Context: an optimization exercise on an open-source flow, tuned for small area. The choices shown serve that exercise and are no tape-out recipe.
In this exercise RTL edits were held to simulation tests only and were not proved equivalent to the original.
Power and IR drop assume default switching activity.

`design/flow/config.mk`:
```
export PLATFORM = sky130hd
export DESIGN_NAME = tomasuloCore
export DESIGN_NICKNAME = tomasuloCore
export VERILOG_FILES = /design/flow/design.v
export SDC_FILE = /design/flow/constraint.sdc
export NUM_CORES = 4
export LEC_CHECK = 0
export CAP_MARGIN = 20
export CORE_MARGIN = 2
export CORE_UTILIZATION = 75
export CTS_BUF_LIST = sky130_fd_sc_hd__clkbuf_8
export CTS_CLUSTER_DIAMETER = 55
export CTS_CLUSTER_SIZE = 19
export GPL_TIMING_DRIVEN = 0
export SLEW_MARGIN = 20
export SYNTH_HIERARCHICAL = 1
```
`design/flow/constraint.sdc`:
```
create_clock -name core_clock -period 30.0 [get_ports {Clock}]
set_input_delay 6.0000 -clock core_clock [delete_from_list [all_inputs] [get_ports {Clock}]]
set_output_delay 6.0000 -clock core_clock [all_outputs]
set_load 0.01 [all_outputs]
```
`design/flow/design.v`:
```
module tomasuloCore
(
   input  logic        Clock,
   input  logic        rst,
   input  logic        progWrite,
   input  logic [5:0]  progAddr,
   input  logic [15:0] progWord,
   input  logic        start,
   input  logic [6:0]  progLength,
   input  logic [3:0]  regAddr,
   output logic [15:0] regData,
   output logic        done
);
   logic        running;
   logic [3:0]  wOp;
   logic        wValid;
   logic        wSwap;
   logic [13:0] wWord;
   assign wOp    = progWord[15:12];
   assign wValid = (wOp == 4'd1) || (wOp == 4'd2) || (wOp == 4'd3) || (wOp == 4'd4);
   assign wSwap  = (progWord[7:4] == 4'hf) && (progWord[3:0] == 4'h0);
   always_comb
   begin
      wWord = {2'(wOp - 4'd1), progWord[11:0]};
      if (!wValid)
         wWord = {2'd0, progWord[11:8], 4'hf, 4'h0};
      else if (wSwap && (wOp == 4'd1))
         wWord = {2'd0, progWord[11:8], 4'h0, 4'hf};
   end
   logic [5:0]  ringAddr;
   logic [5:0]  wPlace;
   logic [7:0]  wLo, wHi;
   logic [13:0] ring [0:63];
   assign wPlace = ringAddr - progAddr;    
   assign wLo    = 8'd1 << wPlace[2:0];
   assign wHi    = (8'd1 << wPlace[5:3]) & {8{progWrite}};
   logic [7:0]  wLoN, wHiN;
   assign wLoN   = ~wLo;
   assign wHiN   = ~wHi;
   for (genvar p = 0; p < 64; p++)
   begin : g_place
      logic [13:0] fromPrev;
      logic [13:0] fromLoad;
      logic [13:0] nextBits;
      assign fromPrev = ring[(p + 63) % 64];
      assign fromLoad = (p % 2) ? wWord : ~wWord;
      logic sel, selN;
      nor2Cell  u_sel  (.a(wHiN[p / 8]), .b(wLoN[p % 8]), .y(sel));
      nand2Cell u_selN (.a(wHi[p / 8]),  .b(wLo[p % 8]),  .y(selN));
      for (genvar b = 0; b < 14; b++)
      begin : g_bit
         oai22 u_oai (
            .a1(fromPrev[b]), .a2(sel), .b1(fromLoad[b]), .b2(selN),
            .y(nextBits[b])
         );
      end
      always_ff @(posedge Clock)
         ring[p] <= nextBits;
   end
   always_ff @(posedge Clock)
   begin
      if (rst)
         ringAddr <= 6'd0;
      else
         ringAddr <= ringAddr + 6'd1;
   end
   logic [6:0]  fetchAddr;
   logic [6:0]  progLen;
   logic [13:0] ir;
   logic        irValid;
   logic        finish;
   logic        grab;
   logic        atHalf;
   logic [6:0]  fetchNext;
   assign fetchNext = fetchAddr + 7'd1;
   assign atHalf    = ringAddr[5] ^ fetchNext[5];
   assign grab      = running && !initBusy && (fetchAddr != progLen)
                      && (ringAddr[4:0] == fetchNext[4:0]) && (!irValid || finish);
   always_ff @(posedge Clock)
   begin
      if (grab)
         ir <= atHalf ? ring[32] : ring[0];
   end
   logic [1:0]  code;
   logic [3:0]  dest, srcJ, srcK;
   logic        isNop, isAddSub, isSub, isMul, isDiv;
   logic        phase;           
   logic        wb;              
   logic [3:0]  step;
   logic        last;
   logic        initBusy;
   assign code     = ir[13:12];
   assign dest     = ir[11:8];
   assign srcJ     = ir[7:4];
   assign srcK     = ir[3:0];
   assign isNop    = (code == 2'd0) && (srcJ == 4'hf) && (srcK == 4'h0);
   assign isAddSub = !code[1];
   assign isSub    = (code == 2'd1);
   assign isMul    = (code == 2'd2);
   assign isDiv    = (code == 2'd3);
   assign last     = (step == 4'd15);
   assign finish   = irValid && (phase ? (wb && last) : isNop);
   logic [3:0]  ph;
   assign ph = ringAddr[3:0];
   logic [15:0] ring16 [0:15];
   logic [3:0]  rAddr;
   logic [15:0] rLine;
   logic [15:0] raw;
   logic [15:0] port;
   logic [15:0] result;
   logic        wbit;
   logic [3:0]  phLine;
   assign rAddr   = running ? (phase ? srcK : srcJ) : regAddr;
   assign rLine   = 16'd1 << rAddr;
   for (genvar b = 0; b < 16; b++)
   begin : g_read
      logic [5:0] term;
      for (genvar g = 0; g < 5; g++)
      begin : g_grp
         aoi222 u_aoi (
            .a1(rLine[3*g]),   .b1(ring16[3*g][b]),
            .a2(rLine[3*g+1]), .b2(ring16[3*g+1][b]),
            .a3(rLine[3*g+2]), .b3(ring16[3*g+2][b]),
            .y(term[g])
         );
      end
      assign term[5] = !(rLine[15] && ring16[15][b]);
      assign raw[b]  = !(&term);
   end
   logic [15:0] rot [0:4];
   assign rot[0] = raw;
   for (genvar k = 0; k < 4; k++)
   begin : g_rot
      for (genvar b = 0; b < 16; b++)
      begin : g_bit
         muxInv u_mux (
            .a(rot[k][b]), .b(rot[k][(b + 16 - (1 << k)) % 16]), .s(ph[k]),
            .y(rot[k+1][b])
         );
      end
   end
   assign port    = rot[4];
   assign regData = port;
   assign wbit   = result[4'(ph + step)];    
   assign phLine = 4'd1 << ph[1:0];
   for (genvar i = 0; i < 16; i++)
   begin : g_reg
      logic resetBit;
      logic ins;
      assign resetBit = (ph[3:2] == 2'd0) && |(phLine & 4'(i));    
      assign ins = (initBusy || rst) ? resetBit
                 : ((irValid && wb && (dest == 4'(i))) ? wbit : ring16[i][0]);
      always_ff @(posedge Clock)
         ring16[i] <= {ins, ring16[i][15:1]};
   end
   always_ff @(posedge Clock)
   begin
      if (rst)
         initBusy <= 1'b1;
      else if (ph == 4'd15)
         initBusy <= 1'b0;
   end
   logic [15:0] acc, sh;
   logic [16:0] x;
   logic        subMode;
   wire  [17:0] sum;
   wire  [17:0] carry;
   logic [16:0] addend;
   logic        q;
   logic        take;
   logic [15:0] accNext;
   assign x       = {acc, wb ? acc[15] : (sh[15] & !isMul)};
   assign subMode = isSub || isDiv;
   assign carry[0] = subMode;
   assign addend = {1'b0, port} ^ {17{subMode}};
   for (genvar n = 0; n < 17; n++)
   begin : g_add
      fullAdd u_fa (
         .a(x[n]), .b(addend[n]), .ci(carry[n]), .s(sum[n]), .co(carry[n+1])
      );
   end
   assign sum[17] = carry[17];
   assign q       = sum[17];                          
   assign take    = !wb && (isAddSub ? last : (isMul ? sh[15] : q));
   assign accNext = take ? sum[15:0] : x[15:0];
   assign result  = isDiv ? sh : acc;
   always_ff @(posedge Clock)
   begin
      acc  <= accNext & {16{phase}};
      sh   <= phase ? {sh[14:0], wb ? sh[15] : q} : port;
   end
   always_ff @(posedge Clock)
   begin
      if (!phase)
         step <= 4'd0;
      else
         step <= step + 4'd1;
   end
   always_ff @(posedge Clock)
   begin
      if (rst)
      begin
         running  <= 1'b0;
         done     <= 1'b0;
         irValid  <= 1'b0;
         phase    <= 1'b0;
         wb       <= 1'b0;
      end
      else if (start)
      begin
         fetchAddr <= 7'd0;
         progLen   <= progLength;
         running   <= 1'b1;
         done      <= 1'b0;
         irValid   <= 1'b0;
         phase     <= 1'b0;
         wb        <= 1'b0;
      end
      else if (running)
      begin
         if (grab)
            fetchAddr <= fetchNext;
         irValid  <= grab || (irValid && !finish);
         if (finish)
         begin
            phase <= 1'b0;
            wb    <= 1'b0;
         end
         else if (irValid && !phase)
            phase <= 1'b1;
         else if (irValid && last)
            wb    <= 1'b1;
         if ((fetchAddr == progLen) && !irValid && !initBusy)
         begin
            running <= 1'b0;
            done    <= 1'b1;
         end
      end
   end
endmodule
module aoi222
(
   input  logic a1, b1, a2, b2, a3, b3,
   output logic y
);
   assign y = !((a1 && b1) || (a2 && b2) || (a3 && b3));
endmodule
module oai22
(
   input  logic a1, a2, b1, b2,
   output logic y
);
   assign y = !((a1 || a2) && (b1 || b2));
endmodule
module muxInv
(
   input  logic a, b, s,
   output logic y
);
   assign y = !(s ? b : a);
endmodule
module fullAdd
(
   input  logic a, b, ci,
   output logic s, co
);
   assign s  = a ^ b ^ ci;
   assign co = (a && b) || (a && ci) || (b && ci);
endmodule
module nor2Cell
(
   input  logic a, b,
   output logic y
);
   assign y = !(a || b);
endmodule
module nand2Cell
(
   input  logic a, b,
   output logic y
);
   assign y = !(a && b);
endmodule
```
`design/flow/flow/run.sh`:
```
#!/bin/bash
set -euo pipefail
work=$(pwd)

bash standard.sh synth > "$work/synth.log" 2>&1

export BUFFER_PORTS_ARGS="-buffer_cell sky130_fd_sc_hd__buf_1"
for step in GLOBAL_PLACE RESIZE DETAIL_PLACE CTS GLOBAL_ROUTE; do
   export PRE_${step}_TCL="$work/flow/smallbuf.tcl"
done
bash standard.sh finish > "$work/layout.log" 2>&1
```
`design/flow/flow/smallbuf.tcl`:
```
# Keep repair from using the large buffers; small ones suffice at this clock.
set_dont_use [get_lib_cells {sky130_fd_sc_hd__buf_6 sky130_fd_sc_hd__buf_8 sky130_fd_sc_hd__buf_12 sky130_fd_sc_hd__buf_16 sky130_fd_sc_hd__clkdlybuf4s* sky130_fd_sc_hd__bufbuf_* sky130_fd_sc_hd__bufinv_* sky130_fd_sc_hd__inv_6 sky130_fd_sc_hd__inv_8 sky130_fd_sc_hd__inv_12 sky130_fd_sc_hd__inv_16 sky130_fd_sc_hd__dlygate* sky130_fd_sc_hd__dlymetal*}]
```
`design/flow/standard.sh`:
```
#!/bin/bash
# synth_recipe.tcl (not shown) runs the flow's synth.tcl, then flattens the netlist and writes it again
# the make line also repeats each setting of config.mk as NAME=value (left out here)
make -C /OpenROAD-flow-scripts/flow DESIGN_CONFIG=/design/flow/config.mk WORK_HOME=/design/flow/orfs CLKGATE_MAP_FILE= SYNTH_SCRIPT=/design/flow/synth_recipe.tcl "${@:-finish}"
```
==> qor.csv, run 1 <==
metric;value;unit
power_density;99.5;nW/um^2
ant_nets;0;
final_cells;3735;
fin_util;0.812;
antenna_found_initial;2;
final.setup_skew;36.3;ps
rows;80;
synth_seq_cells;1228;
die_w;223;um
wl_per_cell;28.0;um
synthArstFlopShare;0;
postCtsSetupRepairBufs;0;
holdWs;350;ps
synth_fp_nets;3017;
multi_input_area;11100;um^2
core_area;47600;um^2
r2r_setup_slack;18180;ps
holdPathEnd;ring16[13][9];
grt_pass1_vias;26400;
finalHoldViolCount;0;
min_path_cells;0;
grt_max_degree;34;
io_pins;54;
end_kind;register;
grt_usage;0.415;
synth_area;36100;um^2
cts_sinks;1228;
fin_tns_setup;0;ps
pwr-share-clk;0.190;
worstPathArrival;16980;ps
wirelength;105;mm
tritoncts;built;
combPwrFrac;0.162;
cts.clk_slew.worst_paths;110;ps
fin_area;38700;um^2
syn_to_final_growth;7.06;%
cts_root_buf;clkbuf_8;
peakVddDrop;88.7;uV
ys.flop_type;dfxtp_1;
grt_setup_unrepaired;no;
cts_resized;0;
drtIter0Drc;3504;
n_fill_cell;2773;
cp_slowest_cell;nor2_2;
criticalPathCategory;primary input to register;
hp-start;ring16[13][10];
reg2reg_to;acc[7];
via_count;26800;
final_nets;3179;
hold_buffers;0;
critPathMaxStageDelay;670;ps
die_h;223;um
gp_congestion;0.944;
post-route-min-period;16390;ps
drt-pass1-iter-count;7;
synth.distinct_cells;48;
crit_top_cell;fa_1;
setup_viol_count_final;0;
total_leakage_power;14.3;nW
final_common_cell;dfxtp_1;
crit_required;30600;ps
holdCritPathClass;register to register;
clk_latency;730;ps
most-common-layout-cells;1198 x dfxtp_1, 896 x o22ai_1, 153 x nand2_1;
cts_made_buffers;76;
avgSynthCellArea;12.3;um^2
die-area;49900;um^2
max_freq;61.0;MHz
outcome;timing/DRC/antenna clean;
tightest_slew;1190;ps
cp-start-kind;primary input;
grt_overflow;0;
dpl_cell_area;37400;um^2
cap_viol_max_count;0;
drc;0;
io_buffers;53;
place_hpwl;65.8;mm
finalCritPeriodShare;0.546;
cts.path.max_buffers;3;
p_int;0.00279;W
reg2reg_from;running;
yosysWarnings;13;
syn_inst;2943;
sequentialPowerShare;0.648;
placed_cells;3642;
vias_per_cell;7.19;
switching_share;0.274;
yosysSeqAreaShare;0.688;
htree_levels;3;
critPathMaxFanout;16;
start_util;0.758;
drive_above_1_share;0.0709;
grt_pass1_wl;156;mm
switchingPower;0.00106;W
max_slew_margin;0.203;
synth-edff-count;28;
seq_area;24900;um^2
reg2reg_depth;35;
drv_slew;0;
[critical path, delay by kind of cell]
kind	cells	cell delay, ps
fa+ha+maj	17	6890
simple gates	6	1500
mux	6	1420
compound gates	3	610
buf+inv	2	380
xor+xnor	1	160
[worst max-delay path by stage]
stage / from / endpoint / slack, ps / cells past startpoint
floorplan: regAddr[0] / acc[0] / 14320 / 33
global placement: regAddr[0] / acc[0] / 12940 / 34
detailed placement: regAddr[0] / acc[7] / 12710 / 35
CTS: regAddr[0] / acc[7] / 13380 / 35
global route: regAddr[3] / acc[7] / 13210 / 36
finish: regAddr[0] / acc[7] / 13610 / 35
[modules after synthesis, one instance, submodules excluded]
module / copies in the design / cells / area (um^2) / flip-flops and latches
tomasuloCore: 1 / 1758 / 28300 / 1228
muxInv: 64 / 1 / 10.0 / 0
nor2Cell: 64 / 1 / 3.75 / 0
aoi222: 80 / 1 / 10.0 / 0
fullAdd: 17 / 1 / 20.0 / 0
oai22: 896 / 1 / 6.26 / 0
nand2Cell: 64 / 1 / 3.75 / 0
[final cells by class]
| type | instances | area share |
|---|---|---|
| multi-input combinational | 1657 | 0.288 |
| buffer | 22 | 0.00301 |
| tap | 615 | 0.0199 |
| clock buffer | 80 | 0.0285 |
| timing repair buffer | 84 | 0.0112 |
| clock inverter | 12 | 0.00281 |
| antenna | 1 | 0.0000647 |
| sequential | 1228 | 0.643 |
| inverter | 36 | 0.00356 |
[routing by layer]
metal | routed length (um) | track usage | up-vias
met2 | 47100 | 0.650 | 1746
met1 | 38100 | 0.513 | 12800
li1 | - | - | 11700
met3 | 11200 | 0.104 | 519
met5 | 0 | 0 | -
met4 | 8270 | 0.280 | 0
[synthesized netlist by cell type, types with 17 or more instances]
cell,count,share of area
dfxtp_1,1200,0.66
o22ai_1,896,0.16
nand2_1,157,0.016
nor2_1,113,0.012
mux2i_1,90,0.025
a222oi_1,80,0.022
inv_1,36,0.0037
xor2_1,36,0.0087
nand3_1,30,0.0042
mux2_2,29,0.0090
edfxtp_1,28,0.023
nor2b_1,27,0.0047
fa_1,19,0.011
nand4_1,19,0.0033
ha_1,18,0.0062
nor3_1,18,0.0025
and3_1,17,0.0029
[sequential cells by signal, summed over array words and instances, names as in the netlist, 4 cells and up]
| signal | cells |
|---|---|
| sh | 16 |
| ringAddr | 6 |
| progLen | 7 |
| ring | 896 |
| ir | 14 |
| acc | 16 |
| fetchAddr | 7 |
| step | 4 |
| ring16 | 256 |
[power groups by stage]
stage / registers [W] / logic [W] / clock network, W
6_report: 0.00250 / 0.000624 / 0.000731
5_1_grt: 0.00253 / 0.000663 / 0.000780
4_1_cts: 0.00248 / 0.000603 / 0.000728
3_5_place_dp: 0.00251 / 0.000596 / 0
3_3_place_gp: 0.00250 / 0.000570 / 0
2_1_floorplan: 0.00241 / 0.000431 / 0
[per-stage QoR]
| stage | power [W] | setup WS [ps] |
|---|---|---|
| 4_1_cts | 0.00381 | 13380 |
| 3_5_place_dp | 0.00310 | 12710 |
| 3_3_place_gp | 0.00307 | 12940 |
| 5_1_grt | 0.00398 | 13210 |
| 2_1_floorplan | 0.00284 | 14320 |
| 6_report | 0.00385 | 13610 |
[kinds of logic after synthesis]
| kind of cell | Yosys count | share of synthesized area |
|---|---|---|
| buffers and inverters | 58 | 0.00696 |
| xor gates and xnor gates | 51 | 0.0128 |
| AOI/OAI and AO/OA | 1049 | 0.192 |
| DFF | 1228 | 0.688 |
| and+or+nand+nor | 401 | 0.0494 |
| muxes | 119 | 0.0340 |
| adders and majority gates | 37 | 0.0168 |
==> inputs of run 2 (changes only) <==
--- a/design/flow/design.v
+++ b/design/flow/design.v
@@ -29,8 +29,15 @@
    end
    logic [5:0]  ringAddr;
-   logic [5:0]  wPlace;
+   wire  [5:0]  wPlace;
    logic [7:0]  wLo, wHi;
    logic [13:0] ring [0:63];
-   assign wPlace = ringAddr - progAddr;    
+   wire  [6:0]  wBorrow;
+   assign wBorrow[0] = 1'b1;
+   for (genvar n = 0; n < 6; n++)
+   begin : g_sub
+      fullAdd u_fa (
+         .a(ringAddr[n]), .b(!progAddr[n]), .ci(wBorrow[n]), .s(wPlace[n]), .co(wBorrow[n+1])
+      );
+   end
    assign wLo    = 8'd1 << wPlace[2:0];
    assign wHi    = (8'd1 << wPlace[5:3]) & {8{progWrite}};
==> design/flow/config.mk (replaced) <==
export PLATFORM = sky130hd
export DESIGN_NAME = tomasuloCore
export DESIGN_NICKNAME = tomasuloCore
export VERILOG_FILES = /design/flow/design.v
export SDC_FILE = /design/flow/constraint.sdc
export NUM_CORES = 4
export LEC_CHECK = 0
export CAP_MARGIN = 10
export CORE_MARGIN = 2
export CORE_UTILIZATION = 75
export CTS_BUF_LIST = sky130_fd_sc_hd__clkbuf_8
export CTS_CLUSTER_DIAMETER = 50
export CTS_CLUSTER_SIZE = 18
export GPL_TIMING_DRIVEN = 0
export SLEW_MARGIN = 10
export SYNTH_HIERARCHICAL = 1
==> run 2 against run 1 <==
Critical path type unchanged. Largest power group unchanged. Fmax fell by 3.5%. Setup slack worse by 590 ps. Area after synthesis grew 1.1%. Die area grew 1.1%. Critical path depth stayed put. Flip-flop and latch count did not move. Via count increased by 1.1%. Core utilization rose by 0.61 points. Global-route usage down 1.8 points.
==> qor.csv, run 2 <==
metric;value;unit;change
setup_viol_count_final;0;;unchanged
end_kind;register;;
die-area;50500;um^2;+1.1%
grt_pass1_wl;154;mm;-1.7%
synth-edff-count;28;;unchanged
largest_register_ffs;896;;unchanged
cp_slowest_cell;nor2_1;;
placed_cells;3713;;+1.9%
syn_to_final_growth;7.35;%;
synth_commonest_cells;1200 x dfxtp_1, 896 x o22ai_1, 149 x nor2_1;;
synth.distinct_cells;53;;+10%
core_area;47900;um^2;+0.63%
holdCritPathClass;register to register;;
total_leakage_power;14.6;nW;+1.7%
avgSynthCellArea;12.1;um^2;-1.5%
cts_resized;0;;unchanged
final.setup_skew;42.8;ps;+6.48 ps
max_freq;58.9;MHz;-3.5%
grt_overflow;0;;unchanged
fin_util;0.818;;+0.00611
cts_root_buf;clkbuf_8;;
tightest_slew;1240;ps;+58.1 ps
wirelength;102;mm;-2.5%
clk_latency;720;ps;about the same
drt-pass1-iter-count;6;;-1
vias_per_cell;7.10;;-1.2%
reg_top3;ring (896), ring16 (256);;
synth_seq_cells;1228;;unchanged
max_slew_margin;0.168;;-0.0357
most-common-layout-cells;1199 x dfxtp_1, 896 x o22ai_1, 140 x nor2_1;;
tritoncts;built;;
netlist.area_leader.share;0.658;;-0.00731
cts.path.max_buffers;3;;unchanged
io_pins;54;;unchanged
die_w;225;um;+0.54%
antenna_found_initial;2;;unchanged
cts.clk_slew.worst_paths;100;ps;about the same
holdWs;352;ps;+2.42 ps
io_buffers;53;;unchanged
critPathMaxStageDelay;980;ps;+310 ps
start_util;0.762;;+0.00363
drtIter0Drc;3253;;-7.2%
grt_setup_unrepaired;no;;
synth_area;36500;um^2;+1.1%
yosys-top-cells-area;dfxtp_1 66%, o22ai_1 15%, mux2i_1 2.6%, edfxtp_1 2.3%, a222oi_1 2.2%;;
yosysSeqAreaShare;0.681;;-0.00757
grt_pass1_vias;26600;;+0.73%
finalCritPeriodShare;0.566;;+0.0197
outcome;timing/DRC/antenna clean;;
power_density;98.9;nW/um^2;-0.67%
cp-start-kind;primary input;;
die_h;225;um;+0.54%
grt_max_degree;33;;-2.9%
place_hpwl;66.1;mm;+0.49%
hold_buffers;0;;unchanged
cap_viol_max_count;0;;unchanged
final_nets;3261;;+2.6%
yosysWarnings;13;;unchanged
drive_above_1_share;0.0680;;-0.00290
rows;80;;unchanged
cts_made_buffers;84;;+11%
yosysMostFrequentCell;dfxtp_1;;
peakVddDrop;79.3;uV;-11%
final_cells;3824;;+2.4%
fin_tns_setup;0;ps;unchanged
grt_usage;0.398;;-0.0178
ant_nets;0;;unchanged
via_count;27100;;+1.1%
worstPathArrival;17550;ps;+570 ps
ys.flop_type;dfxtp_1;;
synth_fp_nets;3095;;+2.6%
n_fill_cell;2705;;-2.5%
yosysTopAreaCell;dfxtp_1;;
cts_sinks;1228;;unchanged
critPathMaxFanout;16;;unchanged
wl_per_cell;26.7;um;-4.7%
multi_input_area;11400;um^2;+2.2%
crit_required;30580;ps;-20 ps
seq_area;24900;um^2;about the same
gp_congestion;0.956;;+1.3%
finalHoldViolCount;0;;unchanged
drc;0;;unchanged
syn_inst;3021;;+2.7%
r2r_setup_slack;17480;ps;-700 ps
drv_slew;0;;unchanged
final_common_cell;dfxtp_1;;
postCtsSetupRepairBufs;0;;unchanged
htree_levels;3;;unchanged
post-route-min-period;16980;ps;+591 ps
largest_register;ring;;
crit_top_cell;fa_1;;
synthArstFlopShare;0;;unchanged
criticalPathCategory;primary input to register;;
[run 2: path summary, 6_finish.rpt]
kind                                   start            to  depth (start not counted)
worst max-delay path              regAddr[2]       acc[14]                         35
worst min-delay path            ring16[4][6]  ring16[4][5]                          0
worst max register to register       running       acc[14]                         35
worst min register to register  ring16[4][6]  ring16[4][5]                          0
[run 2: where the power goes]
group          internal [W]  switching (W)  total (W)
sequential          0.00225       0.000231    0.00248
clock              0.000271       0.000500   0.000772
combinational      0.000296       0.000333   0.000630
[run 2: area by class of cell]
class / instances / share of cell area
well taps: 615 / 0.0196
inverters: 47 / 0.00450
multi-input cells: 1708 / 0.290
plain buffers: 38 / 0.00495
flip-flops and latches: 1228 / 0.634
diodes: 1 / 0.0000638
clock buffers: 86 / 0.0302
clock inverters: 21 / 0.00539
repair buffers: 80 / 0.0108
[run 2: logic make-up (layout without fill, tap and decap cells)]
logic type / Yosys count / after routing / synth area share
DFF: 1228 / 1228 / 0.681
AOI/OAI and AO/OA: 1068 / 1068 / 0.192
and+or+nand+nor: 432 / 432 / 0.0537
muxes: 125 / 125 / 0.0352
buffers and inverters: 85 / 272 / 0.0101
xor gates and xnor gates: 45 / 45 / 0.0108
adders and majority gates: 37 / 37 / 0.0176
other: 1 / 2 / 0.000103
[run 2: modules after synthesis, one instance, submodules excluded]
module	flops+latches	copies in the design	area (um^2)
tomasuloCore	1228	1	28500
fullAdd	0	23	20.0
aoi222	0	80	10.0
muxInv	0	64	10.0
oai22	0	896	6.26
nand2Cell	0	64	3.75
nor2Cell	0	64	3.75
[run 2: per-stage QoR]
stage	power, W	area (um^2)	setup slack [ps]
finish	0.00388	39200	13020
global route	0.00401	39200	12650
CTS	0.00385	39100	13150
detailed placement	0.00310	37800	12440
global placement	0.00306	37500	12650
floorplan	0.00284	36500	14380
[run 2: critical path, delay by kind of cell]
| family | cells | cell delay, ps |
|---|---|---|
| AO/OA/AOI/OAI | 3 | 740 |
| XOR/XNOR | 1 | 180 |
| adder cells (fa/ha/maj) | 17 | 6890 |
| buffers and inverters | 2 | 380 |
| multiplexers | 6 | 1450 |
| AND/OR/NAND/NOR | 6 | 1880 |
[run 2: layer usage]
layer,vias up,part of all wire,track usage,routed length [um]
met5,-,0.000069,0,7
met3,466,0.089,0.0711,9080
li1,12000,-,-,-
met1,13000,0.37,0.486,37600
met2,1630,0.47,0.659,48000
met4,2,0.072,0.247,7350

port drivers added, routing unchanged:
In the flow no input, the clock included, has a driving cell. The finished layouts below were timed again as built, in two steps.
Step 1: set_driving_cell puts a clkbuf_16 on Clock and a buf_2 on each other input, an assumption about the parent block.
Step 2, shift: input delay + t, output delay - t, t = (earliest + latest rising clock arrival at the registers) / 2. This alone moves slack from input paths to output paths.
Slacks: ideal ports / drivers / drivers and shift; pairs: ideal ports / drivers.
| run | t (ns) | setup WS [ns] | worst setup path at the end | worst slew at a driven data input, ns |
|---|---|---|---|---|
| run 1 | 0.776 | 13.613 / 13.644 / 12.868 | input to register | 0.05 |
| run 2 | 0.762 | 13.022 / 13.063 / 12.301 | input to register | 0.06 |
After both steps setup and hold are still met in every run listed. The setup slack of run 1, which loses most, moves by +0.031 ns with the drivers and by -0.745 ns with both steps.
